From an optimization exercise on the open Yosys and OpenROAD flow, aimed at small area and a short achievable clock period; shortcuts taken in it are not production practice. RTL that was checked went through simulation tests only; none was proved equivalent to the original. For runs 1, 5 and 6, only the layout was checked, not whether the RTL still works. Power is estimated from default activity; no workload was simulated.

--- design.v ---
module sram_aoi222 (
    input  logic a1, a2, b1, b2, c1, c2,
    output logic y
);
    assign y = !((a1 && a2) || (b1 && b2) || (c1 && c2));
endmodule
module sram_aoi22 (
    input  logic a1, a2, b1, b2,
    output logic y
);
    assign y = !((a1 && a2) || (b1 && b2));
endmodule
module sram_nandn #(
    parameter int N = 11
) (
    input  logic [N-1:0] t,
    output logic         y
);
    assign y = !(&t);
endmodule
module sram_lane (
    input  logic word_n,
    input  logic byte_n,
    output logic en
);
    assign en = !(word_n || byte_n);
endmodule
module sram_rdbit #(
    parameter int N = 33
) (
    input  logic [N-1:0] sel,
    input  logic [N-1:0] d,
    output logic             y
);
    localparam int NG3 = N / 3;
    localparam int REM = N % 3;
    localparam int NT  = NG3 + (REM != 0 ? 1 : 0);
    logic [NT-1:0] t;
    for (genvar g = 0; g < NG3; g++) begin : g_aoi
        sram_aoi222 u_aoi (
            .a1(sel[3*g]),   .a2(d[3*g]),
            .b1(sel[3*g+1]), .b2(d[3*g+1]),
            .c1(sel[3*g+2]), .c2(d[3*g+2]),
            .y(t[g])
        );
    end
    if (REM == 2) begin : g_rem2
        sram_aoi22 u_aoi (
            .a1(sel[3*NG3]),   .a2(d[3*NG3]),
            .b1(sel[3*NG3+1]), .b2(d[3*NG3+1]),
            .y(t[NG3])
        );
    end else if (REM == 1) begin : g_rem1
        assign t[NG3] = !(sel[3*NG3] && d[3*NG3]);
    end
    sram_nandn #(.N(NT)) u_or (.t(t), .y(y));
endmodule
module sram_bank #(
    parameter int ADDR_WIDTH = 5,
    parameter int DATA_WIDTH = 64
) (
    input  logic                    clk,
    input  logic                    rst_n,
    input  logic                    req_valid,
    output logic                    req_ready,
    input  logic                    req_we,
    input  logic [ADDR_WIDTH-1:0]   req_addr,
    input  logic [DATA_WIDTH-1:0]   req_wdata,
    input  logic [DATA_WIDTH/8-1:0] req_be,
    output logic                    rsp_valid,
    input  logic                    rsp_ready,
    output logic [DATA_WIDTH-1:0]   rsp_rdata,
    output logic                    init_busy
);
    localparam int DEPTH = 2 ** ADDR_WIDTH;
    localparam int NB    = DATA_WIDTH / 8;
    localparam int LO    = ADDR_WIDTH / 2;          
    localparam int HI    = ADDR_WIDTH - LO;
    logic [DATA_WIDTH-1:0] mem_q [DEPTH];
    logic                  done_q;
    logic                  done_o_q;
    logic                  done_r_q;
    logic [ADDR_WIDTH-1:0] init_cnt;
    logic                  last_cnt;
    assign last_cnt = &init_cnt;
    always_ff @(posedge clk or negedge rst_n) begin
        if (!rst_n) begin
            done_q   <= 1'b0;
            done_o_q <= 1'b0;
            done_r_q <= 1'b0;
            init_cnt <= '0;
        end else begin
            done_q   <= done_q   || last_cnt;
            done_o_q <= done_o_q || last_cnt;
            done_r_q <= done_r_q || last_cnt;
            if (!done_q) init_cnt <= init_cnt + 1'b1;
        end
    end
    logic rv_q;
    logic rv_r_q;
    assign init_busy = rst_n && !done_o_q;
    assign req_ready = done_r_q && (!rv_r_q || rsp_ready);
    logic rsp_ld;        
    logic acc;           
    assign rsp_ld = !rv_q || rsp_ready;
    assign acc    = req_valid && rsp_ld;
    logic [ADDR_WIDTH-1:0] w_addr;
    logic [NB-1:0]         w_byte_n;
    logic [DATA_WIDTH-1:0] w_data;
    logic [2**LO-1:0]      w_lo;
    logic [2**HI-1:0]      w_hi;
    logic [DEPTH-1:0]      w_word_n;
    assign w_addr   = done_q ? req_addr : init_cnt;
    assign w_byte_n = done_q ? ~(req_be & {NB{acc && req_we}}) : '0;
    assign w_data   = done_q ? req_wdata : '0;
    always_comb begin
        for (int j = 0; j < 2**LO; j++) w_lo[j] = (w_addr[LO-1:0] == LO'(j));
        for (int k = 0; k < 2**HI; k++) w_hi[k] = (w_addr[ADDR_WIDTH-1:LO] == HI'(k));
        for (int w = 0; w < DEPTH; w++) w_word_n[w] = !(w_lo[w % 2**LO] && w_hi[w / 2**LO]);
    end
    for (genvar w = 0; w < DEPTH; w++) begin : g_word
        for (genvar b = 0; b < NB; b++) begin : g_byte
            logic lane_en;
            sram_lane u_lane (.word_n(w_word_n[w]), .byte_n(w_byte_n[b]), .en(lane_en));
            always_ff @(posedge clk) begin
                if (lane_en) begin
                    mem_q[w][8*b +: 8] <= w_data[8*b +: 8];
                end
            end
        end
    end
    logic                  rd_accept;
    logic [2**LO-1:0]      r_lo;
    logic [2**HI-1:0]      r_hi;
    logic [DEPTH:0]        rsel;
    logic [DATA_WIDTH-1:0] rword;
    assign rd_accept = done_q && acc && !req_we;
    always_comb begin
        for (int j = 0; j < 2**LO; j++) r_lo[j] = (req_addr[LO-1:0] == LO'(j));
        for (int k = 0; k < 2**HI; k++) r_hi[k] = rsp_ld && (req_addr[ADDR_WIDTH-1:LO] == HI'(k));
        for (int w = 0; w < DEPTH; w++) rsel[w] = r_lo[w % 2**LO] && r_hi[w / 2**LO];
        rsel[DEPTH] = !rsp_ld;
    end
    for (genvar i = 0; i < DATA_WIDTH; i++) begin : g_rd
        logic [DEPTH:0] col;
        for (genvar w = 0; w < DEPTH; w++) begin : g_col
            assign col[w] = mem_q[w][i];
        end
        assign col[DEPTH] = rsp_rdata[i];
        sram_rdbit #(.N(DEPTH + 1)) u_rd (.sel(rsel), .d(col), .y(rword[i]));
    end
    always_ff @(posedge clk or negedge rst_n) begin
        if (!rst_n) begin
            rsp_valid <= 1'b0;
            rv_q      <= 1'b0;
            rv_r_q    <= 1'b0;
        end else begin
            if (!rsp_valid || rsp_ready) rsp_valid <= rd_accept;
            if (!rv_q      || rsp_ready) rv_q      <= rd_accept;
            if (!rv_r_q    || rsp_ready) rv_r_q    <= rd_accept;
        end
    end
    always_ff @(posedge clk) begin
        rsp_rdata <= rword;
    end
endmodule
--- run.sh ---
#!/bin/bash
# synth_recipe.tcl (not shown) runs the flow's synth.tcl, then flattens the netlist and writes it again
# the make line also repeats each setting of config.mk as NAME=value (left out here)
make -C /OpenROAD-flow-scripts/flow DESIGN_CONFIG=/design/flow/config.mk WORK_HOME=/design/flow/orfs CLKGATE_MAP_FILE= SYNTH_SCRIPT=/design/flow/synth_recipe.tcl finish
--- config.mk ---
export PLATFORM = sky130hd
export DESIGN_NAME = sram_bank
export DESIGN_NICKNAME = sram_bank
export VERILOG_FILES = /design/flow/design.v
export SDC_FILE = /design/flow/constraint.sdc
export NUM_CORES = 4
export LEC_CHECK = 0
export CAP_MARGIN = 20
export CORE_MARGIN = 2
export CORE_UTILIZATION = 40
export CTS_CLUSTER_DIAMETER = 80
export CTS_CLUSTER_SIZE = 25
export SETUP_SLACK_MARGIN = 2.6
export SLEW_MARGIN = 20
export SYNTH_HIERARCHICAL = 1
export SYNTH_MINIMUM_KEEP_SIZE = 0
--- constraint.sdc ---
create_clock -name core_clock -period 5.0 [get_ports {clk}]
set_input_delay 1.0000 -clock core_clock [delete_from_list [all_inputs] [get_ports {clk}]]
set_output_delay 1.0000 -clock core_clock [all_outputs]
set_load 0.01 [all_outputs]
==> results of run 1 <==
==> registers in the layout, summed over array words and instances (netlist names) <==
register   cells
init_cnt       5
rv_r_q         1
rv_q           1
done_o_q       1
done_r_q       1
rsp_rdata     64
mem_q       2048
done_q         1
rsp_valid      1
==> per-module statistics from Yosys (local to each module, per instance), excerpt <==
module       cell area (sq um)  cells
sram_aoi222               10.0      1
sram_lane                 3.75      1
sram_bank                65500   2425
==> final cells by class <==
| type | instances | area share (%) |
|---|---|---|
| repair buffers | 586 | 7.49 |
| clock buffers | 163 | 3.15 |
| well taps | 2480 | 3.43 |
| multi-input cells | 1418 | 15.4 |
| clock inverters | 25 | 0.368 |
| diodes | 10 | 0.0277 |
| flip-flops and latches | 2123 | 70.0 |
| inverters | 3 | 0.0346 |
| repair inverters | 3 | 0.0581 |
==> where the power goes <==
part	internal [mW]	leakage, nW	switching (mW)
registers	19.6	19.1	0.166
logic	0.559	6.80	1.07
clock network	4.13	1.50	5.53
==> layout by cell type (no fill, tap or decap), types with 4 or more instances in the layout <==
| cell | instances |
|---|---|
| buf_12 | 93 |
| clkbuf_8 | 4 |
| a222oi_1 | 704 |
| nand3_1 | 62 |
| bufbuf_16 | 8 |
| nand2b_4 | 6 |
| edfxtp_1 | 2048 |
| nor4b_4 | 22 |
| clkinv_8 | 4 |
| dfxtp_2 | 15 |
| nor4_4 | 18 |
| buf_8 | 14 |
| inv_16 | 5 |
| nor2_1 | 10 |
| clkbuf_1 | 56 |
| and4bb_2 | 7 |
| nor2_4 | 207 |
| a31oi_4 | 8 |
| or3_1 | 64 |
| and2_1 | 35 |
| nor2_2 | 39 |
| diode_2 | 10 |
| nand4_1 | 128 |
| and2_2 | 30 |
| dfrtp_1 | 7 |
| buf_4 | 239 |
| buf_6 | 59 |
| clkinvlp_4 | 6 |
| o22ai_4 | 30 |
| clkdlybuf4s50_1 | 74 |
| buf_2 | 65 |
| dfxtp_4 | 49 |
| clkbuf_16 | 106 |
| buf_16 | 30 |
==> what timing repair did <==
action	in CTS	in global routing
setup endpoints to repair	3004	985
gates resized for setup	1063	63
pin swaps	320	131
setup buffers	185	45
cloned	42	2
hold buffers	0	0
hold endpoints to repair	0	0
==> through the flow <==
step,cell area [sq um],hold slack (ns),power [mW]
2_1_floorplan,75300,0.430,20.8
3_3_place_gp,80900,0.446,21.6
3_5_place_dp,81000,0.460,21.6
4_1_cts,89600,0.183,31.1
5_1_grt,90400,0.299,31.8
6_report,90400,0.290,31.1
==> cell families (layout without fill, tap and decap cells) <==
logic type               count (synthesis)  after routing  synth area share (%)
other                                    0             10                     0
AND/OR/NAND/NOR                        662            662                  5.11
buffers and inverters                  103            780                 0.959
adder cells (fa/ha/maj)                  2              2                0.0334
AO/OA/AOI/OAI                          746            749                  9.75
multiplexers                             2              2                0.0300
XOR/XNOR                                 3              3                0.0350
flip-flops                            2123           2123                  84.1
==> how the worst max path moves through the flow <==
stage,start,end,slack [ns],cells past startpoint
after floorplan,rsp_ready,rsp_rdata[43],1.38,8
after global placement,req_addr[1],rsp_rdata[28],0.55,8
after detailed placement,req_addr[1],rsp_rdata[28],0.52,8
after CTS,rv_q,rsp_rdata[3],2.25,12
after global routing,rv_q,rsp_rdata[31],2.26,10
final,rsp_ready,rsp_rdata[39],2.21,10
==> tightest hold or removal path: stages <==
cell and delay, ns:
buf_6 0.07, buf_12 0.08, buf_4 0.09, buf_4 0.23
==> metal layers <==
metal | part of all wire [%] | vias to the layer above | global-route usage, % | routed length, um
met1 | 36 | 23000 | 32.4 | 86900
met5 | 0.0033 | - | 0 | 8
met3 | 11 | 436 | 4.37 | 27400
met4 | 5.2 | 2 | 11.4 | 12400
met2 | 47 | 2918 | 38.1 | 112000
li1 | - | 17800 | - | -
==> summary.md, run 1 <==
| Metric | Value |
|---|---|
| Outcome | `complete, no violations` |
| Syn_nets | `3725` |
| Cell Count, Final, Fillers Out | `6811` |
| Power Dens Cells | `344 nW/um^2` |
| Die Span X | `437 um` |
| Vias in the first global route | `41.4k` |
| RSZ-0062 raised after global routing | `true` |
| Ys flop type | `edfxtp_1` |
| Most used cell, CP | `buf_4` |
| Top post-synthesis cells by count | `2048 x edfxtp_1, 704 x a222oi_1, 256 x nor2_1` |
| Clock latency (worst-skew pair) | `0.81 ns` |
| Core ar. | `186000 sq um` |
| DP Cell Count | `6339` |
| Slew HR | `about a third` |
| Placement Setup Slack | `around 0.52 ns` |
| Worst flop-to-flop path startpoint | `rv_q` |
| Arrival time worst endpoint | `3.49 ns` |
| YS warnings | `8` |
| Layout area overhead | `20.5%` |
| Final setup violation count | `0` |
| Register area share after synthesis | `~84%` |
| Final min period | `2.79 ns` |
| Mapped Area | `75000 sq um` |
| Htree depth | `3` |
| Layout filler cell count | `between 10k and 15k` |
| R2R Setup Slk | `2.24 ns` |
| CP delay by family, top | `simple AND/OR/NAND/NOR gates` |
| Detailed router's first-iteration violation count | `8715` |
| DRC | `0` |
| Crit path max-delay cell type | `a222oi_1` |
| Global-route wire length before repair | `between 300 and 400 mm` |
| Crit. End Element | `flop` |
| Overall global routing resource usage | `24.1%` |
| Final setup TNS | `0 ns` |
| Hold Fails Final Rpt | `0` |
| Port Buf Inserts | `148` |
| Num CTS Buffers | `100` |
| DR vias | `44.1k` |
| DRT Pass-1 Iters | `12` |
| Clk buf depth | `3` |
| Top cell type's share of synthesized area | `82.0%` |
| MaxCap Viol Count | `0` |
| Flops & latches, synth | `approximately 2.1k` |
| Post-synth EDFFs | `2048` |
| Netlist cell types | `43` |
| Area of the multi-input gates | `about 14000 sq um` |
| Final Max Tran Viols | `0` |
| LEAKAGE | `27.4 nW` |
| Final GP Congestion | `0.833` |
| Antenna Violating Nets Remaining | `0` |
| Critical path's largest stage delay | `0.68 ns` |
| Fin nets | `about 4.3k` |
| Synth area leader | `edfxtp_1` |
| Worst-path clk slew | `between 0.1 and 0.15 ns` |
| Buf/Inv on CP | `5` |
| Clk Tree Root Cell | `clkbuf_16` |
| WL final | `239 mm` |
| Util after Layout | `48.6%` |
| Syn_area_per_cell | `20.6 sq um` |
| Clock skew | `0.0879 ns` |
| Critical Path RT | `5.69 ns` |
| Die Area | `191000 sq um` |
| Vias per inst | `around 6.5` |
| CTS tree | `yes` |
| Slew @ Worst Pin | `0.985 ns` |
| Leading post-synthesis cells by cell area | `edfxtp_1 82%, a222oi_1 9.4%, dfxtp_1 1.7%` |
| Clk sinks | `2123` |
| Maximum vdd drop | `286 uV` |
| Gate Count Post-Synth | `~3.6k` |
| FP Rows | `around 160` |
| Worst reg2reg endpoint | `rsp_rdata[39]` |
| Wire length per cell | `35.1 um` |
| Initial core utilization | `40.4%` |
| DP HPWL | `136 mm` |
| Most frequent cell after synthesis | `edfxtp_1` |
| Initial antenna violation count | `12` |
| Die height | `437 um` |
| Ys async rst share | `0.518%` |
| Fmax | `0.358 GHz` |
| Worst Hold Class | `input port to async pin` |
| Part of the cycle the worst path needs | `55.9%` |
| Share of layout cells above drive strength 1 | `between 20% and 30%` |
| Worst-path cell chain | `buf_6 -> nand2b_4 -> inv_16 -> buf_12 -> buf_4 -> nor4b_4 -> buf_4 -> a222oi_1 -> nand4_1 -> or3_1` |
| Setup crit start kind | `input port` |
| Largest net degree at the start of global routing | `41` |
| Register Area | `63300 sq um` |
| Critical Path Fanout Max | `32` |
| I/O pin cnt | `149` |
| Reg2Reg Depth | `9` |
| Crit path kind | `input port to flop` |
| Final WS setup | `2.21 ns` |
| Global route total overflow | `0` |
==> run 2, diff against run 1 <==
--- a/design.v
+++ b/design.v
@@ -132,22 +132,20 @@
     logic                  rd_accept;
     logic [2**LO-1:0]      r_lo;
     logic [2**HI-1:0]      r_hi;
-    logic [DEPTH:0]        rsel;
+    logic [DEPTH-1:0]      rsel;
     logic [DATA_WIDTH-1:0] rword;
     assign rd_accept = done_q && acc && !req_we;
     always_comb begin
         for (int j = 0; j < 2**LO; j++) r_lo[j] = (req_addr[LO-1:0] == LO'(j));
-        for (int k = 0; k < 2**HI; k++) r_hi[k] = rsp_ld && (req_addr[ADDR_WIDTH-1:LO] == HI'(k));
+        for (int k = 0; k < 2**HI; k++) r_hi[k] = (req_addr[ADDR_WIDTH-1:LO] == HI'(k));
         for (int w = 0; w < DEPTH; w++) rsel[w] = r_lo[w % 2**LO] && r_hi[w / 2**LO];
-        rsel[DEPTH] = !rsp_ld;
     end
     for (genvar i = 0; i < DATA_WIDTH; i++) begin : g_rd
-        logic [DEPTH:0] col;
+        logic [DEPTH-1:0] col;
         for (genvar w = 0; w < DEPTH; w++) begin : g_col
             assign col[w] = mem_q[w][i];
         end
-        assign col[DEPTH] = rsp_rdata[i];
-        sram_rdbit #(.N(DEPTH + 1)) u_rd (.sel(rsel), .d(col), .y(rword[i]));
+        sram_rdbit #(.N(DEPTH)) u_rd (.sel(rsel), .d(col), .y(rword[i]));
     end
     always_ff @(posedge clk or negedge rst_n) begin
         if (!rst_n) begin
@@ -161,6 +159,6 @@
         end
     end
     always_ff @(posedge clk) begin
-        rsp_rdata <= rword;
+        if (rsp_ld) rsp_rdata <= rword;
     end
 endmodule
--- a/config.mk
+++ b/config.mk
@@ -7,7 +7,7 @@
 export LEC_CHECK = 0
 export CAP_MARGIN = 20
 export CORE_MARGIN = 2
-export CORE_UTILIZATION = 40
+export CORE_UTILIZATION = 60
 export CTS_CLUSTER_DIAMETER = 80
 export CTS_CLUSTER_SIZE = 25
 export SETUP_SLACK_MARGIN = 2.6
==> summary.md, run 2 <==
| Metric | Value |
|---|---|
| Critical Path Fanout Max | `16 (-50%)` |
| CP delay by family, top | `simple AND/OR/NAND/NOR gates` |
| Num CTS Buffers | `96 (-4.0%)` |
| Leading cell types in the layout, fill and taps excluded | `2112 x edfxtp_1, 640 x a222oi_1, 277 x nor2_4` |
| Wire length per cell | `39.6 um (+13%)` |
| Synth area leader | `edfxtp_1` |
| FP Rows | `129 (-18%)` |
| Worst-path cell chain | `buf_12 -> buf_6 -> nand3b_1 -> buf_6 -> buf_12 -> buf_12 -> nor2_4 -> buf_6 -> a222oi_1 -> nand3_1 -> or3_1` |
| Vias per inst | `7.43 (+15%)` |
| CTS hold repair buffers | `0 (unchanged)` |
| Slew @ Worst Pin | `1.04 ns (+0.0555 ns)` |
| Crit path max-delay cell type | `a222oi_1` |
| Outcome | `complete, no violations` |
| YS warnings | `8 (unchanged)` |
| Worst-path clk slew | `0.09 ns (-0.02 ns)` |
| Final setup violation count | `0 (unchanged)` |
| LEAKAGE | `27.9 nW (+1.8%)` |
| Vias in the first global route | `42.7k (+3.1%)` |
| Syn_area_per_cell | `21.0 sq um (+2.1%)` |
| Overall global routing resource usage | `36.9% (+13 points)` |
| CTS tree | `yes` |
| Buf/Inv on CP | `6 (+1)` |
| Maximum vdd drop | `292 uV (+2.1%)` |
| Layout filler cell count | `7019 (-53%)` |
| Final WS setup | `2.36 ns (+0.149 ns)` |
| Layout area overhead | `21.5%` |
| WL final | `238 mm (-0.62%)` |
| Register Area | `63700 sq um (+0.69%)` |
| Part of the cycle the worst path needs | `52.9% (-3.0 points)` |
| Largest register FFs | `2048 (unchanged)` |
| Power Dens Cells | `330 nW/um^2 (-4.0%)` |
| Fin nets | `4422 (+2.4%)` |
| Clk Tree Root Cell | `clkbuf_16` |
| Fmax | `0.378 GHz (+5.6%)` |
| DRT Pass-1 Iters | `25 (+13)` |
| Syn_nets | `3643 (-2.2%)` |
| Initial core utilization | `60.5% (+20 points)` |
| Ys async rst share | `0.518% (unchanged)` |
| Largest regs | `mem_q: 2048 flops, rsp_rdata: 64 flops, init_cnt: 5 flops` |
| Most frequent cell after synthesis | `edfxtp_1` |
| Most common cell after layout, fill and taps aside | `edfxtp_1` |
| Share of layout cells above drive strength 1 | `27.3% (+1.7 points)` |
| Register area share after synthesis | `85.1% (+1.0 points)` |
| Area of the multi-input gates | `14000 sq um (+0.65%)` |
| Top post-synthesis cells by count | `2112 x edfxtp_1, 640 x a222oi_1, 288 x nor2_1` |
| Critical Path RT | `5.47 ns (-0.22 ns)` |
| Worst flop-to-flop path startpoint | `done_q` |
| Flops & latches, synth | `2123 (unchanged)` |
| Ys flop type | `edfxtp_1` |
| Mapped Area | `74800 sq um (-0.20%)` |
| Placement Setup Slack | `0.484 ns (-0.0387 ns)` |
| Largest reg by FF count | `mem_q` |
| Initial antenna violation count | `6 (-6)` |
| Clk buf depth | `3 (unchanged)` |
| Post-synth EDFFs | `2112 (+3.1%)` |
| Worst reg2reg endpoint | `mem_q[0][30]` |
| Largest net degree at the start of global routing | `66 (+61%)` |
| DP HPWL | `131 mm (-3.1%)` |
| Global-route wire length before repair | `323 mm (-1.1%)` |
| Top cell type's share of synthesized area | `84.7% (+2.7 points)` |
| Die Area | `128000 sq um (-33%)` |
| Leading post-synthesis cells by cell area | `edfxtp_1 85%, a222oi_1 8.6%, nor2_1 1.4%` |
| Htree depth | `3 (unchanged)` |
| DRC | `0 (unchanged)` |
| Clock skew | `0.0399 ns (-0.0480 ns)` |
| DR vias | `44.5k (+0.93%)` |
| RSZ-0062 raised after global routing | `true` |
| Reg2Reg Depth | `7 (-2)` |
| Die Span X | `357 um (-18%)` |
| R2R Setup Slk | `2.55 ns (+0.31 ns)` |
| I/O pin cnt | `149 (unchanged)` |
| Crit. End Element | `flop` |
| Clk sinks | `2123 (unchanged)` |
| Final Max Tran Viols | `0 (unchanged)` |
| Arrival time worst endpoint | `3.11 ns (-0.38 ns)` |
| Antenna Violating Nets Remaining | `0 (unchanged)` |
| Final min period | `2.64 ns (-0.149 ns)` |
| Hold Fails Final Rpt | `0 (unchanged)` |
| Final setup TNS | `0 ns (unchanged)` |
| Clock latency (worst-skew pair) | `0.74 ns (-0.07 ns)` |
| Gate Count Post-Synth | `3559 (-2.3%)` |
| Detailed router's first-iteration violation count | `9433 (+8.2%)` |
| Die height | `357 um (-18%)` |
| Slew HR | `30.6% (-3.8 points)` |
| Core ar. | `124000 sq um (-33%)` |
| Worst Hold Class | `input port to async pin` |
| Port Buf Inserts | `148 (unchanged)` |
| Final GP Congestion | `0.852 (+2.2%)` |
| Global route total overflow | `0 (unchanged)` |
| Critical path's largest stage delay | `0.40 ns (-0.28 ns)` |
| Netlist cell types | `41 (-4.7%)` |
| Crit path kind | `input port to flop` |
| MaxCap Viol Count | `0 (unchanged)` |
| Setup crit start kind | `input port` |
run 2: changes by cell type after synthesis, sizes merged, moves of 32 or more:
cell / delta
nor2: +32
edfxtp: +64
dfxtp: -64
a22oi: +64
buf: -78
a222oi: -64
run 2: worst max path at each step:
stage | startpoint | end | slack [ns] | cells past startpoint
3_3_place_gp | req_addr[4] | rsp_rdata[38] | 0.44 | 7
3_5_place_dp | req_addr[4] | rsp_rdata[2] | 0.48 | 7
2_1_floorplan | req_addr[4] | rsp_rdata[10] | 1.94 | 6
5_1_grt | req_addr[2] | rsp_rdata[4] | 2.32 | 10
6_report | req_addr[2] | rsp_rdata[23] | 2.36 | 11
4_1_cts | req_addr[2] | rsp_rdata[19] | 2.49 | 9
run 2: per-module statistics from Yosys (local to each module, per instance), a selection:
module,copies in the design,cells inside,flip-flops and latches,area (sq um)
sram_aoi222,640,1,0,10.0
sram_bank,1,2343,2123,65200
sram_aoi22,64,1,0,12.5
sram_lane,256,1,0,3.75
run 2: per-stage QoR:
| step | instance area (sq um) | std cells | power, mW | util [%] | hold slack [ns] |
|---|---|---|---|---|---|
| floorplan | 76000 | 3559 | 20.7 | - | 0.430 |
| global placement | 80700 | 5454 | 21.5 | 65.2 | 0.448 |
| detailed placement | 81000 | 5465 | 21.5 | 65.4 | 0.469 |
| CTS | 90000 | 5941 | 30.0 | 72.7 | 0.256 |
| global route | 90900 | 5993 | 30.7 | 73.5 | 0.384 |
| finish | 90900 | 5994 | 30.0 | 73.5 | 0.373 |
run 2: logic make-up after synthesis:
family	Yosys count	synth area share, %
and+or+nand+nor	657	4.63
AOI/OAI and AO/OA	746	9.98
muxes	2	0.0301
buffers and inverters	26	0.186
adders and majority gates	2	0.0334
xor gates and xnor gates	3	0.0351
DFF	2123	85.1
run 2: tightest hold or removal path, delay by kind of cell:
kind | cells | cell delay (ns)
buffers and inverters | 4 | 0.50
run 2: repair_timing:
action                                  4_1_cts  5_1_grt
pin swaps                                   312      197
endpoints found under the setup margin     3067     1413
setup buffers                               303       43
gates cloned                                 57        9
gates resized for setup                     788       84
run 2: per-layer routing:
layer	global-route usage (%)	wire length (um)
met1	50.2	80800
met2	56.8	110000
met4	18.3	14200
met3	8.70	32800
met5	0	0
run 2: area by class of cell:
cell class	instances	share of cell area, %
inverter	3	0.0344
sequential	2123	70.1
antenna	1	0.00275
clock inverter	9	0.0812
multi-input combinational	1436	15.4
tap	1637	2.25
clock buffer	107	2.71
timing repair buffer	678	9.42
run 2: report_power, final:
group / switching (mW) / internal [mW] / leakage [nW]
combinational: 1.06 / 0.580 / 7.46
clock: 5.09 / 3.53 / 1.24
sequential: 0.0860 / 19.7 / 19.2
==> run 3, diff against run 2 <==
--- a/config.mk
+++ b/config.mk
@@ -10,7 +10,7 @@
 export CORE_UTILIZATION = 60
 export CTS_CLUSTER_DIAMETER = 80
 export CTS_CLUSTER_SIZE = 25
-export SETUP_SLACK_MARGIN = 2.6
+export SETUP_SLACK_MARGIN = 2.45
 export SLEW_MARGIN = 20
 export SYNTH_HIERARCHICAL = 1
 export SYNTH_MINIMUM_KEEP_SIZE = 0
==> summary.md, run 3 <==
| Metric | Value |
|---|---|
| Ys flop type | `edfxtp_1` |
| Fin nets | `4306 (-2.6%)` |
| Reg2Reg Depth | `7 (unchanged)` |
| Port Buf Inserts | `148 (unchanged)` |
| Ys async rst share | `0.518% (unchanged)` |
| Post-route cell area | `88900 sq um (-2.2%)` |
| Clk buf depth | `3 (unchanged)` |
| Die Area | `128000 sq um (unchanged)` |
| DP Cell Count | `5460 (-0.091%)` |
| Hold Fails Final Rpt | `0 (unchanged)` |
| Vias in the first global route | `42.0k (-1.5%)` |
| Top post-synthesis cells by count | `2112 x edfxtp_1, 640 x a222oi_1, 288 x nor2_1` |
| Post-synth EDFFs | `2112 (unchanged)` |
| Arrival time worst endpoint | `3.18 ns (+0.07 ns)` |
| Gate Count Post-Synth | `3559 (unchanged)` |
| Largest regs | `mem_q: 2048 flops, rsp_rdata: 64 flops, init_cnt: 5 flops` |
| Slew HR | `22.4% (-8.2 points)` |
| Layout area overhead | `18.8%` |
| Final setup TNS | `0 ns (unchanged)` |
| Netlist cell types | `41 (unchanged)` |
| Core ar. | `124000 sq um (unchanged)` |
| Maximum vdd drop | `297 uV (+1.6%)` |
| Flops & latches, synth | `2123 (unchanged)` |
| Top cell type's share of synthesized area | `84.7% (unchanged)` |
| YS warnings | `8 (unchanged)` |
| Area of the multi-input gates | `13900 sq um (-1.2%)` |
| Setup crit start kind | `input port` |
| Worst Hold Class | `input port to async pin` |
| Die Span X | `357 um (unchanged)` |
| Layout filler cell count | `7304 (+4.1%)` |
| Vias per inst | `7.56 (+1.7%)` |
| Initial antenna violation count | `14 (+8)` |
| Outcome | `complete, no violations` |
| DR vias | `44.6k (+0.24%)` |
| Synth area leader | `edfxtp_1` |
| Most common cell after layout, fill and taps aside | `edfxtp_1` |
| Antenna Violating Nets Remaining | `0 (unchanged)` |
| Clock skew | `0.0160 ns (-0.0239 ns)` |
| DRC | `0 (unchanged)` |
| CTS tree | `yes` |
| Largest net degree at the start of global routing | `65 (-1.5%)` |
| Num CTS Buffers | `97 (+1.0%)` |
| Syn_area_per_cell | `21.0 sq um (unchanged)` |
| Part of the cycle the worst path needs | `54.8% (+1.9 points)` |
| Overall global routing resource usage | `36.5% (-0.33 points)` |
| Crit. End Element | `flop` |
| Most used cell, CP | `buf_12` |
| Critical Path RT | `5.44 ns (-0.03 ns)` |
| Fmax | `0.365 GHz (-3.5%)` |
| Cell Count, Final, Fillers Out | `5906 (-1.5%)` |
| FP Rows | `129 (unchanged)` |
| Worst-path clk slew | `0.10 ns (about the same)` |
| WL final | `242 mm (+1.8%)` |
| Crit path max-delay cell type | `or3_1` |
| Critical path's largest stage delay | `0.56 ns (+0.16 ns)` |
| Crit path kind | `input port to flop` |
| Syn_nets | `3643 (unchanged)` |
| Final Max Tran Viols | `0 (unchanged)` |
| Htree depth | `3 (unchanged)` |
| Detailed router's first-iteration violation count | `10.2k (+7.8%)` |
| Share of layout cells above drive strength 1 | `24.5% (-2.8 points)` |
| CP delay by family, top | `simple AND/OR/NAND/NOR gates` |
| Initial core utilization | `60.5% (unchanged)` |
| Global route total overflow | `0 (unchanged)` |
| Slew @ Worst Pin | `1.16 ns (+0.125 ns)` |
| Worst-path cell chain | `buf_12 -> or2_4 -> buf_4 -> nor2_4 -> buf_12 -> a222oi_1 -> nand4_1 -> or3_1` |
| Register area share after synthesis | `85.1% (unchanged)` |
| Register Area | `63700 sq um (unchanged)` |
| Largest register FFs | `2048 (unchanged)` |
| Clock latency (worst-skew pair) | `0.73 ns (about the same)` |
| Wire length per cell | `40.9 um (+3.3%)` |
| Final setup violation count | `0 (unchanged)` |
| Buf/Inv on CP | `3 (-3)` |
| Global-route wire length before repair | `321 mm (-0.55%)` |
| Final GP Congestion | `0.877 (+2.9%)` |
| Largest reg by FF count | `mem_q` |
| Clk Tree Root Cell | `clkbuf_16` |
| MaxCap Viol Count | `0 (unchanged)` |
| Leading post-synthesis cells by cell area | `edfxtp_1 85%, a222oi_1 8.6%, nor2_1 1.4%` |
| Final min period | `2.74 ns (+0.0962 ns)` |
| Design Power | `30.5 mW (+1.5%)` |
| Post-placement cell area | `80600 sq um (-0.44%)` |
| Critical Path Fanout Max | `12 (-4)` |
| Power Dens Cells | `343 nW/um^2 (+3.8%)` |
| RSZ-0062 raised after global routing | `true` |
| Leading cell types in the layout, fill and taps excluded | `2112 x edfxtp_1, 640 x a222oi_1, 249 x buf_4` |
| LEAKAGE | `27.1 nW (-3.0%)` |
| Clk sinks | `2123 (unchanged)` |
| DRT Pass-1 Iters | `24 (-4.0%)` |
| DP HPWL | `135 mm (+2.5%)` |
| Die height | `357 um (unchanged)` |
| Most frequent cell after synthesis | `edfxtp_1` |
| I/O pin cnt | `149 (unchanged)` |
| Crit path depth | `8 (-3)` |
| Mapped Area | `74800 sq um (unchanged)` |
-- run 3: metrics by stage --
| step | utilization [%] | hold WS (ns) | worst slack, ns |
|---|---|---|---|
| 4_1_cts | 70.6 | 0.326 | 2.27 |
| 3_3_place_gp | 65.1 | 0.467 | 0.523 |
| 3_5_place_dp | 65.1 | 0.519 | 0.470 |
| 2_1_floorplan | - | 0.430 | 1.94 |
| 5_1_grt | 71.8 | 0.351 | 2.30 |
| 6_report | 71.8 | 0.376 | 2.26 |
-- run 3: cells by family after synthesis --
group	synth area share [%]
flops	85.1
compound gates	9.98
simple gates	4.63
buf+inv	0.186
xor+xnor	0.0351
mux	0.0301
fa+ha+maj	0.0334
-- run 3: path summary, 6_finish.rpt --
check | from | endpoint | slack (ns)
worst max-delay path | req_addr[1] | rsp_rdata[23] | 2.26
worst min-delay path | rst_n | done_o_q | 0.38
worst max register to register | done_q | mem_q[29][46] | 2.29
worst min register to register | rv_r_q | rv_r_q | 0.57
max in group asynchronous | rst_n | rsp_valid | 4.34
min in group core_clock | rsp_ready | rsp_valid | 0.52
-- run 3: what timing repair did --
action                                  in CTS  in global routing
buffers inserted                           164                 72
gates cloned                                41                 23
endpoints found under the setup margin    3014               1203
hold buffers                                 0                  0
resized for setup                          543                 96
pin swaps                                  126                149
hold endpoints to repair                     0                  0
-- run 3: final cells by class --
type / count / share of cell area [%]
Multi-Input combinational cell: 1442 / 15.6
Inverter: 3 / 0.0464
Tap cell: 1637 / 2.30
Timing Repair Buffer: 555 / 7.24
Clock buffer: 128 / 2.97
Sequential cell: 2123 / 71.6
Clock inverter: 16 / 0.210
Antenna cell: 2 / 0.00563
-- run 3: worst reg2reg max path, stage by stage (launching register included) --
cell and delay [ns]:
dfrtp_4 0.59, buf_12 0.24, nor3b_4 0.08, buf_12 0.17, buf_4 0.14, o22ai_2 0.84
buf_12 0.26, nor2_4 0.13
-- run 3: power breakdown --
| group | total, mW | switching [mW] | internal, mW |
|---|---|---|---|
| Sequential | 19.8 | 0.0871 | 19.7 |
| Clock | 9.09 | 5.20 | 3.89 |
| Combinational | 1.62 | 1.08 | 0.540 |
-- run 3: per-layer routing --
metal	part of all wire, %	vias up	track usage [%]
met4	5.7	14	16.6
met1	34	22900	50.4
met5	0.042	-	0
li1	-	17600	-
met3	13	582	6.77
met2	47	3598	57.8
-- run 3: modules after synthesis, one instance, submodules excluded, a selection --
module       area [sq um]  flops+latches  cells inside
sram_lane            3.75              0             1
sram_aoi222          10.0              0             1
sram_aoi22           12.5              0             1
sram_bank           65200           2123          2343
==> run 4, diff against run 3 <==
==> flow/run.sh (new file) <==
#!/bin/bash
# Standard ORFS layout (the standard.sh) with three changes:
#  - port buffers are sky130_fd_sc_hd__buf_2 cells,
#  - the resizer may swap a cell for one of another footprint,
#  - CTS clusters up to 25 sinks within 80 um and inserts no dummy loads.
# make's full output goes to flow_make.log here; ORFS's per-step logs stay
# under orfs/logs/.
set -euo pipefail
bash standard.sh \
  MATCH_CELL_FOOTPRINT=0 \
  "BUFFER_PORTS_ARGS=-buffer_cell sky130_fd_sc_hd__buf_2" \
  "CTS_ARGS=-sink_clustering_enable -repair_clock_nets -dont_use_dummy_load -sink_clustering_size 25 -sink_clustering_max_diameter 80" \
  finish > flow_make.log 2>&1
==> standard.sh (new file) <==
#!/bin/bash
# synth_recipe.tcl (not shown) runs the flow's synth.tcl, then flattens the netlist and writes it again
# the make line also repeats each setting of config.mk as NAME=value (left out here)
make -C /OpenROAD-flow-scripts/flow DESIGN_CONFIG=/design/flow/config.mk WORK_HOME=/design/flow/orfs CLKGATE_MAP_FILE= SYNTH_SCRIPT=/design/flow/synth_recipe.tcl "${@:-finish}"
--- a/config.mk
+++ b/config.mk
@@ -8,9 +8,7 @@
 export CAP_MARGIN = 20
 export CORE_MARGIN = 2
 export CORE_UTILIZATION = 60
-export CTS_CLUSTER_DIAMETER = 80
-export CTS_CLUSTER_SIZE = 25
-export SETUP_SLACK_MARGIN = 2.45
+export SETUP_SLACK_MARGIN = 2.6
 export SLEW_MARGIN = 20
 export SYNTH_HIERARCHICAL = 1
 export SYNTH_MINIMUM_KEEP_SIZE = 0
removed: run.sh
==> summary.md, run 4 <==
| Metric | Value |
|---|---|
| Outcome | `complete, no violations` |
| Worst Hold Class | `input port to async pin` |
| Slew HR | `21.2% (-1.1 points)` |
| Maximum vdd drop | `301 uV (+1.7%)` |
| Critical Path RT | `5.45 ns (about the same)` |
| Final setup TNS | `0 ns (unchanged)` |
| Final setup violation count | `0 (unchanged)` |
| P_int | `23.7 mW (-1.6%)` |
| Critical Path Fanout Max | `7 (-5)` |
| Clock skew | `0.0723 ns (+0.0563 ns)` |
| Final min period | `2.65 ns (-0.0907 ns)` |
| Clk buf depth | `3 (unchanged)` |
| Arrival time worst endpoint | `3.10 ns (-0.08 ns)` |
| Gate Count Post-Synth | `3559 (unchanged)` |
| Clk sinks | `2123 (unchanged)` |
| Die Span X | `357 um (unchanged)` |
| DRT Pass-1 Iters | `29 (+21%)` |
| Most frequent cell after synthesis | `edfxtp_1` |
| Largest register FFs | `2048 (unchanged)` |
| Top post-synthesis cells by count | `2112 x edfxtp_1, 640 x a222oi_1, 288 x nor2_1` |
| Power Dens Cells | `335 nW/um^2 (-2.4%)` |
| Synth area leader | `edfxtp_1` |
| Met2 GRT Util | `57.0% (-0.77 points)` |
| Most Crowded Layer GR | `met2` |
| Detailed router's first-iteration violation count | `10.7k (+5.7%)` |
| GR Util met1 | `52.5% (+2.1 points)` |
| Num CTS Buffers | `99 (+2.1%)` |
| Leading post-synthesis cells by cell area | `edfxtp_1 85%, a222oi_1 8.6%, nor2_1 1.4%` |
| Clk Tree Root Cell | `clkbuf_16` |
| Leading cell types in the layout, fill and taps excluded | `2112 x edfxtp_1, 640 x a222oi_1, 275 x buf_4` |
| Port Buf Inserts | `148 (unchanged)` |
| Hold Fails Final Rpt | `0 (unchanged)` |
| Crit path kind | `input port to flop` |
| Htree depth | `3 (unchanged)` |
| LEAKAGE | `27.4 nW (+1.2%)` |
| Global-route wire length before repair | `327 mm (+1.9%)` |
| Largest net degree at the start of global routing | `65 (unchanged)` |
| Largest reg by FF count | `mem_q` |
| DR vias | `45.3k (+1.4%)` |
| Mapped Area | `74800 sq um (unchanged)` |
| Ys async rst share | `0.518% (unchanged)` |
| DRC | `0 (unchanged)` |
| Core ar. | `124000 sq um (unchanged)` |
| Clock share of power | `28.7% (-1.1 points)` |
| Wire length per cell | `41.2 um (+0.70%)` |
| YS warnings | `8 (unchanged)` |
| Fin nets | `4407 (+2.3%)` |
| Setup crit start kind | `input port` |
| Gate power share | `5.3% (about the same)` |
| Final WS setup | `2.35 ns (+0.0907 ns)` |
| Slew @ Worst Pin | `1.18 ns (+0.0172 ns)` |
| CTS tree | `yes` |
| Final Max Tran Viols | `0 (unchanged)` |
| Flops & latches, synth | `2123 (unchanged)` |
| Crit. End Element | `flop` |
| FP Rows | `129 (unchanged)` |
| I/O pin cnt | `149 (unchanged)` |
| Largest regs | `mem_q: 2048 flops, rsp_rdata: 64 flops, init_cnt: 5 flops` |
| Top cell type's share of synthesized area | `84.7% (unchanged)` |
| Sw frac | `20.7% (-0.14 points)` |
| Placement Setup Slack | `0.928 ns (+0.458 ns)` |
| MaxCap Viol Count | `0 (unchanged)` |
| Fmax | `0.377 GHz (+3.4%)` |
| Layout area overhead | `19.5%` |
| Overall global routing resource usage | `37.4% (+0.85 points)` |
| Register area share after synthesis | `85.1% (unchanged)` |
| Syn_area_per_cell | `21.0 sq um (unchanged)` |
| Part of the cycle the worst path needs | `53.0% (-1.8 points)` |
| Initial antenna violation count | `8 (-6)` |
| Clock latency (worst-skew pair) | `0.74 ns (about the same)` |
| Ys flop type | `edfxtp_1` |
| DP HPWL | `132 mm (-2.2%)` |
| CTS hold repair buffers | `0 (unchanged)` |
| Initial core utilization | `60.5% (unchanged)` |
| Most common cell after layout, fill and taps aside | `edfxtp_1` |
| RSZ-0062 raised after global routing | `true` |
| Share of layout cells above drive strength 1 | `29.2% (+4.7 points)` |
| Met3 Resource Use GR | `9.54% (+2.8 points)` |
| Final GP Congestion | `0.852 (-2.8%)` |
| Netlist cell types | `41 (unchanged)` |
| Vias per inst | `7.58 (+0.27%)` |
| Reg2Reg Depth | `6 (-1)` |
| Die Area | `128000 sq um (unchanged)` |
| Die height | `357 um (unchanged)` |
| Worst-path clk slew | `0.10 ns (about the same)` |
| P_sw | `6.21 mW (-2.5%)` |
| Sequential power share | `66.0% (+1.1 points)` |
| Vias in the first global route | `42.5k (+1.1%)` |
| Post-synth EDFFs | `2112 (unchanged)` |
| WL final | `246 mm (+1.8%)` |
| Antenna Violating Nets Remaining | `0 (unchanged)` |
| Global route total overflow | `0 (unchanged)` |
| Syn_nets | `3643 (unchanged)` |
-- run 4: changes by cell type in the layout (fill, tap and decap cells not counted), moves of 14 or more --
cell and change:
buf_12 +17, buf_2 +133, buf_4 +26, buf_6 +54, clkbuf_1 -26, clkbuf_16 +14
clkdlybuf4s50_1 -74, dlygate4sd2_1 -50, nor2_2 -30, nor2_4 +24
-- run 4: worst paths after layout --
path,slack [ns],endpoint,startpoint
max reg2reg,2.53,mem_q[26][31],done_q
min in group core_clock,0.49,done_r_q,done_r_q
min,0.25,init_cnt[4],rst_n
max,2.35,rsp_rdata[29],req_addr[4]
max in group asynchronous,4.45,done_q,rst_n
min reg2reg,0.49,done_r_q,done_r_q
-- run 4: area by class of cell --
type	count	area, sq um
Tap cell	1637	2050
Fill cell	7189	34400
Multi-Input combinational cell	1432	14000
Antenna cell	14	35.0
Clock buffer	99	2480
Sequential cell	2123	63700
Inverter	3	41.3
Timing Repair Buffer	664	7170
-- run 4: per-module statistics from Yosys (local to each module, per instance), excerpt --
module       cells inside  area [sq um]  times used
sram_bank            2343         65200           1
sram_aoi22              1          12.5          64
sram_aoi222             1          10.0         640
sram_lane               1          3.75         256
-- run 4: routing by layer --
layer	part of all wire [%]	up-vias	wire [um]
li1	-	17700	-
met2	45	3818	112000
met1	34	23100	84100
met3	15	591	37100
met5	0	-	0
met4	5.4	0	13300
-- run 4: what timing repair did --
item / in CTS / in global routing
pin swaps: 294 / 260
setup buffers: 261 / 70
endpoints found under the setup margin: 2572 / 1199
cloned: 58 / 17
resized for setup: 497 / 111
-- run 4: through the flow --
| step | power (mW) | util [%] | instances | hold slack, ns | instance area (sq um) |
|---|---|---|---|---|---|
| 6_report | 29.9 | 72.3 | 5972 | 0.248 | 89400 |
| 4_1_cts | 29.8 | 71.0 | 5871 | 0.224 | 87900 |
| 3_5_place_dp | 21.4 | 64.6 | 5453 | 0.454 | 80000 |
| 2_1_floorplan | 20.7 | - | 3559 | 0.430 | 75900 |
| 3_3_place_gp | 21.3 | 64.5 | 5447 | 0.448 | 79900 |
| 5_1_grt | 30.6 | 72.2 | 5958 | 0.222 | 89400 |
-- run 4: cells by family (layout without fill, tap and decap cells) --
group                    count (synthesis)  after routing  synth area share [%]
other                                    0             14                     0
flip-flops                            2123           2123                  85.1
XOR/XNOR                                 3              3                0.0351
buffers and inverters                   26            766                 0.186
AO/OA/AOI/OAI                          746            749                  9.98
adder cells (fa/ha/maj)                  2              2                0.0334
multiplexers                             2              2                0.0301
AND/OR/NAND/NOR                        657            676                  4.63
-- run 4: power groups by stage --
stage / Sequential, mW / Clock [mW] / Combinational (mW)
detailed placement: 20.2 / 0 / 1.20
floorplan: 20.2 / 0 / 0.527
CTS: 19.8 / 8.62 / 1.46
global placement: 20.2 / 0 / 1.15
global route: 19.8 / 9.22 / 1.61
finish: 19.8 / 8.60 / 1.57
-- run 4: worst max-delay path: stages --
cell and delay, ns:
clkbuf_16 0.12, or3b_4 0.29, buf_6 0.12, nor2_4 0.06, buf_6 0.13, a222oi_1 0.64, nand4_1 0.31, or3_1 0.42
==> run 5, diff against run 4 <==
--- a/design.v
+++ b/design.v
@@ -10,13 +10,13 @@
 );
     assign y = !((a1 && a2) || (b1 && b2));
 endmodule
-module sram_nandn #(
+module sram_andn #(
     parameter int N = 11
 ) (
     input  logic [N-1:0] t,
-    output logic         y
+    output logic         y_n
 );
-    assign y = !(&t);
+    assign y_n = &t;
 endmodule
 module sram_lane (
     input  logic word_n,
@@ -30,7 +30,7 @@
 ) (
     input  logic [N-1:0] sel,
     input  logic [N-1:0] d,
-    output logic             y
+    output logic             y_n
 );
     localparam int NG3 = N / 3;
     localparam int REM = N % 3;
@@ -53,7 +53,7 @@
     end else if (REM == 1) begin : g_rem1
         assign t[NG3] = !(sel[3*NG3] && d[3*NG3]);
     end
-    sram_nandn #(.N(NT)) u_or (.t(t), .y(y));
+    sram_andn #(.N(NT)) u_or (.t(t), .y_n(y_n));
 endmodule
 module sram_bank #(
     parameter int ADDR_WIDTH = 5,
@@ -133,7 +133,8 @@
     logic [2**LO-1:0]      r_lo;
     logic [2**HI-1:0]      r_hi;
     logic [DEPTH-1:0]      rsel;
-    logic [DATA_WIDTH-1:0] rword;
+    logic [DATA_WIDTH-1:0] rword_n;
+    logic [DATA_WIDTH-1:0] rdata_n_q;    
     assign rd_accept = done_q && acc && !req_we;
     always_comb begin
         for (int j = 0; j < 2**LO; j++) r_lo[j] = (req_addr[LO-1:0] == LO'(j));
@@ -145,7 +146,7 @@
         for (genvar w = 0; w < DEPTH; w++) begin : g_col
             assign col[w] = mem_q[w][i];
         end
-        sram_rdbit #(.N(DEPTH)) u_rd (.sel(rsel), .d(col), .y(rword[i]));
+        sram_rdbit #(.N(DEPTH)) u_rd (.sel(rsel), .d(col), .y_n(rword_n[i]));
     end
     always_ff @(posedge clk or negedge rst_n) begin
         if (!rst_n) begin
@@ -159,6 +160,7 @@
         end
     end
     always_ff @(posedge clk) begin
-        if (rsp_ld) rsp_rdata <= rword;
+        if (rsp_ld) rdata_n_q <= rword_n;
     end
+    assign rsp_rdata = ~rdata_n_q;
 endmodule
==> summary.md, run 5 <==
| Metric | Value |
|---|---|
| Ys async rst share | `0.518% (unchanged)` |
| Most used cell, CP | `buf_6` |
| Power Dens Cells | `340 nW/um^2 (+1.5%)` |
| Largest regs | `mem_q: 2048 flops, rdata_n_q: 64 flops, init_cnt: 5 flops` |
| Share of layout cells above drive strength 1 | `27.8% (-1.5 points)` |
| DR vias | `43.9k (-3.0%)` |
| Register area share after synthesis | `84.4% (-0.68 points)` |
| MaxCap Viol Count | `0 (unchanged)` |
| Worst Hold Class | `input port to async pin` |
| Hold Fails Final Rpt | `0 (unchanged)` |
| DRT Pass-1 Iters | `10 (-66%)` |
| Crit. End Element | `output pin` |
| Htree depth | `3 (unchanged)` |
| Detailed router's first-iteration violation count | `9518 (-11%)` |
| Netlist cell types | `45 (+9.8%)` |
| Top cell type's share of synthesized area | `84.1% (-0.68 points)` |
| Initial core utilization | `60.2% (-0.22 points)` |
| Outcome | `complete, no violations` |
| Antenna Violating Nets Remaining | `0 (unchanged)` |
| Vias per inst | `7.47 (-1.4%)` |
| Flops & latches, synth | `2123 (unchanged)` |
| Slew HR | `38.3% (+17 points)` |
| Setup crit start kind | `input port` |
| Clock skew | `0.0726 ns (+0.000244 ns)` |
| Layout area overhead | `16.2%` |
| DP HPWL | `133 mm (+0.81%)` |
| Die Area | `129000 sq um (+0.80%)` |
| FP Rows | `130 (+0.78%)` |
| CTS hold repair buffers | `0 (unchanged)` |
| Synth area leader | `edfxtp_1` |
| Post-synth EDFFs | `2112 (unchanged)` |
| LEAKAGE | `26.5 nW (-3.2%)` |
| Gate Count Post-Synth | `3637 (+2.2%)` |
| Mapped Area | `75400 sq um (+0.81%)` |
| Largest reg by FF count | `mem_q` |
| CTS tree | `yes` |
| Crit path kind | `input port to output pin` |
| Final Max Tran Viols | `0 (unchanged)` |
| I/O pin cnt | `149 (unchanged)` |
| Num CTS Buffers | `97 (-2.0%)` |
| Die height | `359 um (+0.40%)` |
| Largest register FFs | `2048 (unchanged)` |
| Critical path's largest stage delay | `0.18 ns (-0.46 ns)` |
| Vias in the first global route | `41.4k (-2.7%)` |
| Top post-synthesis cells by count | `2112 x edfxtp_1, 640 x a222oi_1, 288 x nor2_1` |
| Slew @ Worst Pin | `0.926 ns (-0.256 ns)` |
| Most frequent cell after synthesis | `edfxtp_1` |
| Fmax | `0.386 GHz (+2.3%)` |
| YS warnings | `8 (unchanged)` |
| Final GP Congestion | `0.858 (+0.77%)` |
| Critical Path RT | `4.00 ns (-1.45 ns)` |
| Clk buf depth | `3 (unchanged)` |
| Maximum vdd drop | `270 uV (-10%)` |
| Final min period | `2.59 ns (-0.0585 ns)` |
| Final setup violation count | `0 (unchanged)` |
| Ys flop type | `edfxtp_1` |
| Clk sinks | `2123 (unchanged)` |
| Fin nets | `4311 (-2.2%)` |
| RSZ-0062 raised after global routing | `true` |
| Worst-path cell chain | `buf_6 -> nand2b_4 -> and2_4 -> buf_6` |
| Part of the cycle the worst path needs | `51.8% (-1.2 points)` |
| DRC | `0 (unchanged)` |
| Largest net degree at the start of global routing | `65 (unchanged)` |
| Wire length per cell | `39.3 um (-4.6%)` |
| Crit path max-delay cell type | `and2_4` |
| Clock latency (worst-skew pair) | `0.76 ns (+0.02 ns)` |
| Most common cell after layout, fill and taps aside | `edfxtp_1` |
| Core ar. | `125000 sq um (+1.2%)` |
| WL final | `231 mm (-6.1%)` |
| Global route total overflow | `0 (unchanged)` |
| Final setup TNS | `0 ns (unchanged)` |
| Leading cell types in the layout, fill and taps excluded | `2112 x edfxtp_1, 640 x a222oi_1, 266 x nor2_4` |
| Leading post-synthesis cells by cell area | `edfxtp_1 84%, a222oi_1 8.5%, nor2_1 1.4%` |
| Min Hold Slack | `0.101 ns (-0.148 ns)` |
| Arrival time worst endpoint | `1.59 ns (-1.51 ns)` |
| Die Span X | `359 um (+0.40%)` |
| Global-route wire length before repair | `313 mm (-4.2%)` |
| Syn_area_per_cell | `20.7 sq um (-1.4%)` |
| Port Buf Inserts | `148 (unchanged)` |
| Clk Tree Root Cell | `clkbuf_16` |
| Syn_nets | `3721 (+2.1%)` |
| Overall global routing resource usage | `35.2% (-2.2 points)` |
| Worst-path clk slew | `0.10 ns (about the same)` |
| Initial antenna violation count | `4 (-4)` |
| Critical Path Fanout Max | `3 (-4)` |
[run 5: cell types whose count changed after synthesis, sizes merged, moves of 2 or more]
cell and change:
or3 -64, and3b +3, inv +64, clkbuf -6, nor4b +2, nor3 +64, buf +11, nor3b +2
[run 5: per-stage QoR]
step / cell area (sq um) / utilization (%) / power, mW / worst slack (ns) / std cells
2_1_floorplan: 76600 / - / 20.8 / 1.86 / 3637
3_3_place_gp: 80500 / 64.3 / 21.4 / 0.940 / 5529
3_5_place_dp: 80600 / 64.3 / 21.4 / 1.02 / 5531
4_1_cts: 86900 / 69.3 / 29.8 / 2.35 / 5834
5_1_grt: 87700 / 70.0 / 30.5 / 2.39 / 5875
6_report: 87700 / 70.0 / 29.8 / 2.41 / 5877
[run 5: critical path: cells and delay by family]
| kind | cells | cell delay [ns] |
|---|---|---|
| buffers and inverters | 2 | 0.22 |
| AND/OR/NAND/NOR | 2 | 0.35 |
[run 5: metal layers]
layer  wire length (um)  GRT usage (%)
met5                212              0
met3              30300           7.19
met4               9170           12.9
met2             108000           54.4
met1              83600           50.7
[run 5: cell families (layout without fill, tap and decap cells)]
group	count (synthesis)	after routing	share of synthesized area, %
xor gates and xnor gates	3	3	0.0348
and+or+nand+nor	666	678	5.04
AOI/OAI and AO/OA	746	751	9.90
DFF	2123	2123	84.4
muxes	2	2	0.0298
other	0	2	0
adders and majority gates	2	2	0.0332
buffers and inverters	95	666	0.541
[run 5: path summary, 6_finish.rpt]
| kind | end | cells past startpoint | from | slack [ns] |
|---|---|---|---|---|
| setup / recovery | req_ready | 4 | rsp_ready | 2.41 |
| hold / removal | done_r_q | 1 | rst_n | 0.10 |
| max in group asynchronous | init_cnt[3] | 1 | rst_n | 4.66 |
| hold reg to reg | done_r_q | 1 | done_r_q | 0.50 |
| setup reg to reg | mem_q[30][0] | 6 | done_q | 2.54 |
| min in group core_clock | rsp_valid | 2 | rsp_ready | 0.47 |
[run 5: final cells by class]
class                      instances  area (sq um)
antenna                            2          5.00
clock buffer                      97          2430
fill                            7748         37500
inverter                          67           282
multi-input combinational       1436         14300
sequential                      2123         63700
tap                             1650          2060
timing repair buffer             501          4860
timing repair inverter             1          11.3
[run 5: per-module statistics from Yosys, one instance, submodules excluded, a selection]
module,flip-flops and latches,area (sq um),cells inside,times used
sram_lane,0,3.75,1,256
sram_aoi22,0,12.5,1,64
sram_bank,2123,65500,2421,1
sram_aoi222,0,10.0,1,640
[run 5: repair_timing]
action,in CTS,in global routing
gates cloned,23,6
hold endpoints to repair,0,0
setup buffers,183,35
setup endpoints to repair,3086,1270
resized for setup,442,89
pin swaps,99,55
[run 5: report_power, final]
| part | switching, mW | leakage [nW] | internal [mW] |
|---|---|---|---|
| Clock | 5.05 | 1.20 | 3.47 |
| Sequential | 0.0661 | 19.2 | 19.7 |
| Combinational | 1.07 | 6.18 | 0.456 |
==> run 6, diff against run 5 <==
--- a/design.v
+++ b/design.v
@@ -17,6 +17,12 @@
     output logic         y_n
 );
     assign y_n = &t;
+endmodule
+module sram_o21a (
+    input  logic a1, a2, b1,
+    output logic y
+);
+    assign y = (a1 || a2) && b1;
 endmodule
 module sram_lane (
     input  logic word_n,
@@ -99,7 +105,9 @@
     logic rv_q;
     logic rv_r_q;
     assign init_busy = rst_n && !done_o_q;
-    assign req_ready = done_r_q && (!rv_r_q || rsp_ready);
+    logic rv_r_n;
+    assign rv_r_n = !rv_r_q;
+    sram_o21a u_ready (.a1(rv_r_n), .a2(rsp_ready), .b1(done_r_q), .y(req_ready));
     logic rsp_ld;        
     logic acc;           
     assign rsp_ld = !rv_q || rsp_ready;
==> summary.md, run 6 <==
| Metric | Value |
|---|---|
| Netlist cell types | `46 (+2.2%)` |
| Syn_area_per_cell | `20.7 sq um (unchanged)` |
| Crit. End Element | `flop` |
| DRT Pass-1 Iters | `10 (unchanged)` |
| Share of layout cells above drive strength 1 | `28.1% (+0.31 points)` |
| Initial core utilization | `60.2% (unchanged)` |
| LEAKAGE | `26.9 nW (+1.2%)` |
| Initial antenna violation count | `5 (+1)` |
| Post-synth EDFFs | `2112 (unchanged)` |
| Largest net degree at the start of global routing | `80 (+23%)` |
| Crit path kind | `input port to flop` |
| Synth Area in XOR/XNOR | `0.0348% (unchanged)` |
| MaxCap Viol Count | `0 (unchanged)` |
| Most used cell, CP | `buf_6` |
| Largest regs | `mem_q: 2048 flops, rdata_n_q: 64 flops, init_cnt: 5 flops` |
| Placement Setup Slack | `0.974 ns (-0.0468 ns)` |
| YS warnings | `8 (unchanged)` |
| Largest reg by FF count | `mem_q` |
| Wire length per cell | `38.9 um (-1.2%)` |
| Gate Count Post-Synth | `3637 (unchanged)` |
| Top post-synthesis cells by count | `2112 x edfxtp_1, 640 x a222oi_1, 288 x nor2_1` |
| Worst Setup SP | `rsp_ready` |
| Leading cell types in the layout, fill and taps excluded | `2112 x edfxtp_1, 640 x a222oi_1, 250 x nor2_4` |
| Global-route wire length before repair | `314 mm (+0.29%)` |
| DRC | `0 (unchanged)` |
| FP Rows | `130 (unchanged)` |
| R2R Setup Slk | `2.56 ns (+0.02 ns)` |
| Synth Area in Simple Gates | `5.02% (-0.017 points)` |
| Syn_nets | `3721 (unchanged)` |
| Clock latency (worst-skew pair) | `0.73 ns (-0.03 ns)` |
| Most frequent cell after synthesis | `edfxtp_1` |
| Global route total overflow | `0 (unchanged)` |
| Hold Fails Final Rpt | `0 (unchanged)` |
| Final GP Congestion | `0.843 (-1.8%)` |
| Largest register FFs | `2048 (unchanged)` |
| Power Dens Cells | `339 nW/um^2 (-0.32%)` |
| Die Area | `129000 sq um (unchanged)` |
| Register area share after synthesis | `84.4% (unchanged)` |
| Flops & latches, synth | `2123 (unchanged)` |
| Crit path max-delay cell type | `buf_6` |
| Outcome | `complete, no violations` |
| Ys async rst share | `0.518% (unchanged)` |
| Port Buf Inserts | `148 (unchanged)` |
| Part of the cycle the worst path needs | `49.4% (-2.5 points)` |
| Crit path to | `mem_q[31][33]` |
| Layout area overhead | `16.8%` |
| I/O pin cnt | `149 (unchanged)` |
| Worst-path cell chain | `buf_6 -> nor2b_4 -> inv_16 -> a31oi_4 -> buf_6 -> nor2_2` |
| DP HPWL | `133 mm (+0.53%)` |
| Post-Synth Adder-Cell Area | `0.0332% (unchanged)` |
| Vias per inst | `7.43 (-0.54%)` |
| RSZ-0062 raised after global routing | `true` |
| Mapped Area | `75400 sq um (unchanged)` |
| Die Span X | `359 um (unchanged)` |
| Antenna Violating Nets Remaining | `0 (unchanged)` |
| Clk Tree Root Cell | `clkbuf_16` |
| Clk buf depth | `3 (unchanged)` |
| Top cell type's share of synthesized area | `84.1% (unchanged)` |
| Final setup TNS | `0 ns (unchanged)` |
| DR vias | `43.9k (-0.10%)` |
| Arrival time worst endpoint | `2.87 ns (+1.28 ns)` |
| Core ar. | `125000 sq um (unchanged)` |
| Leading post-synthesis cells by cell area | `edfxtp_1 84%, a222oi_1 8.5%, nor2_1 1.4%` |
| Vias in the first global route | `41.6k (+0.58%)` |
| Detailed router's first-iteration violation count | `9408 (-1.2%)` |
| Die height | `359 um (unchanged)` |
| Mux cell area share after synthesis | `0.0298% (unchanged)` |
| Util after Layout | `70.4% (+0.33 points)` |
| Htree depth | `3 (unchanged)` |
| Critical path's largest stage delay | `0.53 ns (+0.35 ns)` |
| Worst reg2reg endpoint | `mem_q[31][33]` |
| Critical Path Fanout Max | `79 (+76)` |
| Critical Path RT | `5.41 ns (+1.41 ns)` |
| Final min period | `2.47 ns (-0.123 ns)` |
| Ys flop type | `edfxtp_1` |
| Reg2Reg Depth | `5 (-1)` |
| Setup crit start kind | `input port` |
| Worst flop-to-flop path startpoint | `rv_q` |
| Clk sinks | `2123 (unchanged)` |
| Final WS setup | `2.53 ns (+0.123 ns)` |
| Worst-path clk slew | `0.10 ns (about the same)` |
| Largest family of logic cells by synthesized area | `compound AO/OA/AOI/OAI gates` |
| Slew @ Worst Pin | `0.992 ns (+0.0663 ns)` |
| Final setup violation count | `0 (unchanged)` |
| Maximum vdd drop | `330 uV (+22%)` |
| Synth area leader | `edfxtp_1` |
| Num CTS Buffers | `98 (+1.0%)` |
| Layout filler cell count | `7676 (-0.93%)` |
| Worst Hold Class | `input port to async pin` |
| Slew HR | `33.8% (-4.5 points)` |
| Ant diodes | `0 (-2)` |
| Overall global routing resource usage | `35.4% (+0.15 points)` |
| Clock skew | `0.0508 ns (-0.0218 ns)` |
| Most common cell after layout, fill and taps aside | `edfxtp_1` |
| WL final | `229 mm (-0.76%)` |
| Fin nets | `4339 (+0.65%)` |
| CTS tree | `yes` |
| Compound-cell area share of the yosys netlist | `9.91% (+0.012 points)` |
| Fmax | `0.405 GHz (+5.0%)` |
| Final Max Tran Viols | `0 (unchanged)` |
run 6: cell count changes in the layout (fill, tap and decap cells not counted), sizes merged:
cell      change
inv           +2
clkinv        -1
a31oi         +1
buf          +28
o21ai         -1
o22ai         +1
o21a          +1
nand2b        -1
clkinvlp      -1
and2          -1
diode         -2
run 6: per-layer routing:
| layer | wire length [um] | part of all wire [%] | GRT usage [%] | vias up |
|---|---|---|---|---|
| met5 | 41 | 0.018 | 0 | - |
| met4 | 10300 | 4.5 | 14.0 | 6 |
| met3 | 28600 | 12 | 6.86 | 417 |
| met2 | 107000 | 47 | 54.9 | 3226 |
| met1 | 83500 | 36 | 50.4 | 22600 |
| li1 | - | - | - | 17600 |
run 6: power by group:
part	total [mW]	switching (mW)	internal, mW
clock network	8.52	5.02	3.50
registers	19.8	0.0654	19.7
logic	1.57	1.08	0.491
run 6: final cells by class:
type	instances	area [sq um]	share of cell area (%)
Multi-Input combinational cell	1436	14300	16.2
Sequential cell	2123	63700	72.3
Inverter	68	277	0.314
Tap cell	1650	2060	2.34
Timing Repair Buffer	528	5360	6.08
Clock buffer	98	2450	2.78
run 6: worst max-delay path: cells and delay by family:
kind	cells	cell delay, ns
AO/OA/AOI/OAI	1	0.26
buffers and inverters	3	0.84
AND/OR/NAND/NOR	2	0.50
run 6: worst min path at each step:
stage | endpoint | slack, ns | cells after the start
CTS | rv_r_q | 0.22 | 2
global placement | done_o_q | 0.45 | 1
floorplan | done_r_q | 0.44 | 1
global route | rv_q | 0.23 | 2
detailed placement | done_o_q | 0.47 | 1
finish | rv_r_q | 0.25 | 2
run 6: timing repair:
action	in CTS	in global routing
hold buffers	0	0
cloned	24	3
setup buffers	199	37
pin swaps	117	40
setup endpoints to repair	3374	2023
resized for setup	422	87
run 6: through the flow:
stage | total power, mW | hold WS [ns] | instance area, sq um | std cells
detailed placement | 21.5 | 0.473 | 80700 | 5542
CTS | 29.8 | 0.219 | 87300 | 5863
global placement | 21.4 | 0.455 | 80600 | 5539
floorplan | 20.8 | 0.437 | 76600 | 3637
global route | 30.6 | 0.226 | 88100 | 5903
finish | 29.8 | 0.252 | 88100 | 5903
run 6: cell families (layout without fill, tap and decap cells):
kind of cell,after synthesis,count (layout)
AO/OA/AOI/OAI,747,753
XOR/XNOR,3,3
adder cells (fa/ha/maj),2,2
buffers and inverters,96,694
flip-flops,2123,2123
multiplexers,2,2
AND/OR/NAND/NOR,664,676
run 6: Yosys stat by module, one instance, submodules excluded, a selection:
module	area, sq um	cells inside	flip-flops and latches
sram_bank	65500	2420	2123
sram_aoi22	12.5	1	0
sram_aoi222	10.0	1	0
sram_o21a	7.51	1	0
sram_lane	3.75	1	0

[re-timing with driven ports]
No port has a modelled driver above. Below, the same layouts with a new extraction and two added sets of constraints.
Step 1, drivers: a clkbuf_16 drives clk and a buf_2 each remaining input, both assumed.
Step 2, shift: input delay + t, output delay - t, t = (earliest + latest rising clock arrival at the registers) / 2. This alone moves slack from input paths to output paths.
Three values: no drivers, after step 1, after step 2; two values: the first two.
run	t, ns	setup WS [ns]	hold WS [ns]	clock arrival spread, ns	worst register clock-pin slew, ns
run 1	0.852	2.207 / 2.238 / 1.386	0.290 / 0.247 / 0.486	0.088 / 0.088	0.11 / 0.11
run 2	0.800	2.356 / 2.225 / 1.425	0.373 / 0.332 / 0.505	0.044 / 0.043	0.10 / 0.10
run 3	0.800	2.260 / 2.166 / 1.366	0.376 / 0.319 / 0.569	0.019 / 0.019	0.10 / 0.10
run 4	0.776	2.351 / 2.211 / 1.435	0.248 / 0.361 / 0.488	0.073 / 0.073	0.10 / 0.10
run 5	0.800	2.409 / 2.332 / 1.727	0.101 / 0.066 / 0.500	0.075 / 0.075	0.10 / 0.10
run 6	0.784	2.532 / 2.492 / 1.735	0.252 / 0.261 / 0.487	0.057 / 0.057	0.10 / 0.10
After both steps setup and hold are still met in every run listed. For run 2, which loses most, drivers alone change the setup slack by -0.131 ns; drivers and shift together by -0.931 ns.
